Background: an optimization exercise with open tools, aiming at small area. Do not read the settings as production practice. In this exercise RTL edits were held to simulation tests only and were not proved equivalent to the original. No activity file was given, so power comes from the tool's default toggle rates. The clock port is modelled as an ideal driver; clocking choices that lean on that would not hold on a real chip.

## run 1
// fm_voice
module fm_voice (
	input logic clk37,
	input logic rst,
	input logic cmd_valid,
	input logic [31:0] cmd_data,
	output logic signed [15:0] sample,
	output logic sample_valid,
	output logic cmd_busy
);
export LEC_CHECK = 0
export ABC_AREA = 1
export CAP_MARGIN = 20
export CORE_MARGIN = 2
export CORE_UTILIZATION = 70
export CTS_BUF_LIST = sky130_fd_sc_hd__clkbuf_16
export CTS_CLUSTER_DIAMETER = 60
export CTS_CLUSTER_SIZE = 30
export PLACE_DENSITY = 0.8
export SLEW_MARGIN = 20
create_clock -name core_clock -period 10.0 [get_ports {clk37}]
standard.sh (not shown) runs the stock make flow with config.mk's settings and CLKGATE_MAP_FILE= SYNTH_SCRIPT=/design/flow/synth_recipe.tcl, a recipe that flattens the netlist after the stock synthesis.
==> flow/flow/run.sh <==
#!/bin/bash
# The standard layout (standard.sh), except that clock tree synthesis adds
# no dummy loads to balance the tree. The full tool output goes to standard.log
# here and to the ORFS logs under orfs/logs.
set -e
cd "$(dirname "$0")/.."
export BUFFER_PORTS_ARGS="-buffer_cell sky130_fd_sc_hd__buf_1"
export CTS_ARGS="-sink_clustering_enable -repair_clock_nets -dont_use_dummy_load -sink_clustering_size 30 -sink_clustering_max_diameter 60 -buf_list sky130_fd_sc_hd__clkbuf_16"
bash standard.sh > standard.log 2>&1
Inputs modified between run 1 and run 2:
- a deleted CTS_CLUSTER_DIAMETER that had been 60
- a deleted CTS_CLUSTER_SIZE that had been 30
- a change of CORE_UTILIZATION from 70 to 75
- a deleted CTS_BUF_LIST that had been sky130_fd_sc_hd__clkbuf_16
- a change of PLACE_DENSITY from 0.8 to 0.85
==> flow/flow/run.sh <==
#!/bin/bash
# The standard layout (standard.sh) with two changes: the input and output
# ports are buffered with the smallest buffer (buf_1), and clock tree synthesis
# adds no dummy loads to balance the tree (leaf clusters of up to 30 sinks within 100 um,
# clkbuf_16 only). The full tool output goes to standard.log here and to the
# ORFS logs under orfs/logs.
set -e
cd "$(dirname "$0")/.."
export BUFFER_PORTS_ARGS="-buffer_cell sky130_fd_sc_hd__buf_1"
export CTS_ARGS="-sink_clustering_enable -repair_clock_nets -dont_use_dummy_load -sink_clustering_size 30 -sink_clustering_max_diameter 100 -buf_list sky130_fd_sc_hd__clkbuf_16"
bash standard.sh > standard.log 2>&1
- Delta (run 2 minus run 1): final wirelength now sits higher; global-route wire length before repair saw an increase.
- Routed metal-1 wire length down about 0.75% in run 2 wrt run 1
- On utilization, the lower figure sits with run 1, not run 2.
- On run 2: clock latency on the worst-skew pair is 20 ps lower than what run 1 gave.
Relative to run 2, the following input files were edited for run 3:
diff --git a/flow/flow/run.sh b/flow/flow/run.sh
--- a/flow/flow/run.sh
+++ b/flow/flow/run.sh
@@ -4 +4 @@
-# adds no dummy loads to balance the tree (leaf clusters of up to 30 sinks within 100 um,
+# adds no dummy loads to balance the tree (leaf clusters of up to 33 sinks within 90 um,
@@ -10 +10 @@
-export CTS_ARGS="-sink_clustering_enable -repair_clock_nets -dont_use_dummy_load -sink_clustering_size 30 -sink_clustering_max_diameter 100 -buf_list sky130_fd_sc_hd__clkbuf_16"
+export CTS_ARGS="-sink_clustering_enable -repair_clock_nets -dont_use_dummy_load -sink_clustering_size 33 -sink_clustering_max_diameter 90 -buf_list sky130_fd_sc_hd__clkbuf_16"
Findings:
- Run 2 -> run 3: area enclosed by the die boundary delta 0, exact match
- Run 3 against run 2: sequential share of layout area went up; cell count did not really move.
- Summary of the comparison: clock transition at the registers of the reported paths is higher in run 3, relative to run 2.
[inputs] run 4 vs run 3
- an added CTS_CLUSTER_DIAMETER of 60
- a change of PLACE_DENSITY from 0.85 to 0.8
- a change of CORE_UTILIZATION from 75 to 70
- an added CTS_CLUSTER_SIZE of 30
- an added CTS_BUF_LIST of sky130_fd_sc_hd__clkbuf_16
==> flow/flow/run.sh <==
#!/bin/bash
# The standard layout (standard.sh), except that clock tree synthesis adds
# no dummy loads to balance the tree. The full tool output goes to standard.log
# here and to the ORFS logs under orfs/logs.
set -e
cd "$(dirname "$0")/.."
export BUFFER_PORTS_ARGS="-buffer_cell sky130_fd_sc_hd__buf_1"
export REMOVE_ABC_BUFFERS=1
export CTS_ARGS="-sink_clustering_enable -repair_clock_nets -dont_use_dummy_load -sink_clustering_size 30 -sink_clustering_max_diameter 60 -buf_list sky130_fd_sc_hd__clkbuf_16"
bash standard.sh > standard.log 2>&1
--- outcome ---
On hold slack, run 3 beats run 4. Changes observed in run 4 relative to run 3: maximum frequency higher; number of buffers and inverters on the critical path grew by 1; power up about 3.6%; post-route standard cell area excluding fillers now larger; global routing usage summed across all routing layers shows a reduction of 5.0 points. Looking at run 3 and run 4, the area share of buffers outside the clock network is a wash.
#### Input delta (run 5 over run 4)
- CTS_CLUSTER_SIZE: 30 -> unset
- CTS_BUF_LIST: sky130_fd_sc_hd__clkbuf_16 -> unset
- CTS_CLUSTER_DIAMETER: 60 -> unset
- CORE_UTILIZATION: 70 -> 75
- PLACE_DENSITY: 0.8 -> 0.85
==> flow/flow/run.sh <==
#!/bin/bash
# The standard layout (standard.sh) with two changes: the input and output
# ports are buffered with the smallest buffer (buf_1), and clock tree synthesis
# adds no dummy loads to balance the tree (leaf clusters of up to 30 sinks within 80 um,
# clkbuf_16 only). The full tool output goes to standard.log here and to the
# ORFS logs under orfs/logs.
set -e
cd "$(dirname "$0")/.."
export BUFFER_PORTS_ARGS="-buffer_cell sky130_fd_sc_hd__buf_1"
export CTS_ARGS="-sink_clustering_enable -repair_clock_nets -dont_use_dummy_load -sink_clustering_size 30 -sink_clustering_max_diameter 80 -buf_list sky130_fd_sc_hd__clkbuf_16"
bash standard.sh > standard.log 2>&1
- Run 5: all stages complete, timing, DRC and antenna checks passed
- Changes observed in run 5 relative to run 4: highest cell delay on the worst timing path lost 50 ps, reported clock group power lost 7.4%, met3 wirelength from detailed routing picked up an extra 28%, sum of internal, switching and leakage power lost about 2.3%.

-- static timing again, ports no longer ideal --
Ports are ideal in the flow. The routed layouts listed here were re-timed in OpenROAD. Step 1: set_driving_cell puts a clkbuf_16 on clk37 and a buf_2 on each other input, an assumption about the parent block. Step 2 adds t to the input delays and takes it off the output delays; t is the mean of the earliest and latest rising clock arrival at the registers after step 1. Input paths then give back, and output paths get back, about the clock's delay inside the block. a / b / c = no drivers / after step 1 / after step 2; a / b = the first two.
| run | t, ns | setup slack, ns | latest minus earliest clock arrival (ns) | pins driven straight from the clock port |
|---|---|---|---|---|
| run 1 | 0.757 | 0.402 / 0.402 / 0.402 | 0.133 / 0.133 | 1 |
| run 2 | 0.758 | 0.301 / 0.301 / 0.301 | 0.099 / 0.099 | 1 |
| run 3 | 0.772 | 0.129 / 0.129 / 0.129 | 0.074 / 0.073 | 1 |
| run 4 | 0.765 | 0.412 / 0.412 / 0.412 | 0.118 / 0.117 | 1 |
| run 5 | 0.757 | 0.127 / 0.127 / 0.127 | 0.111 / 0.110 | 1 |
After both steps every run listed still meets setup and hold.
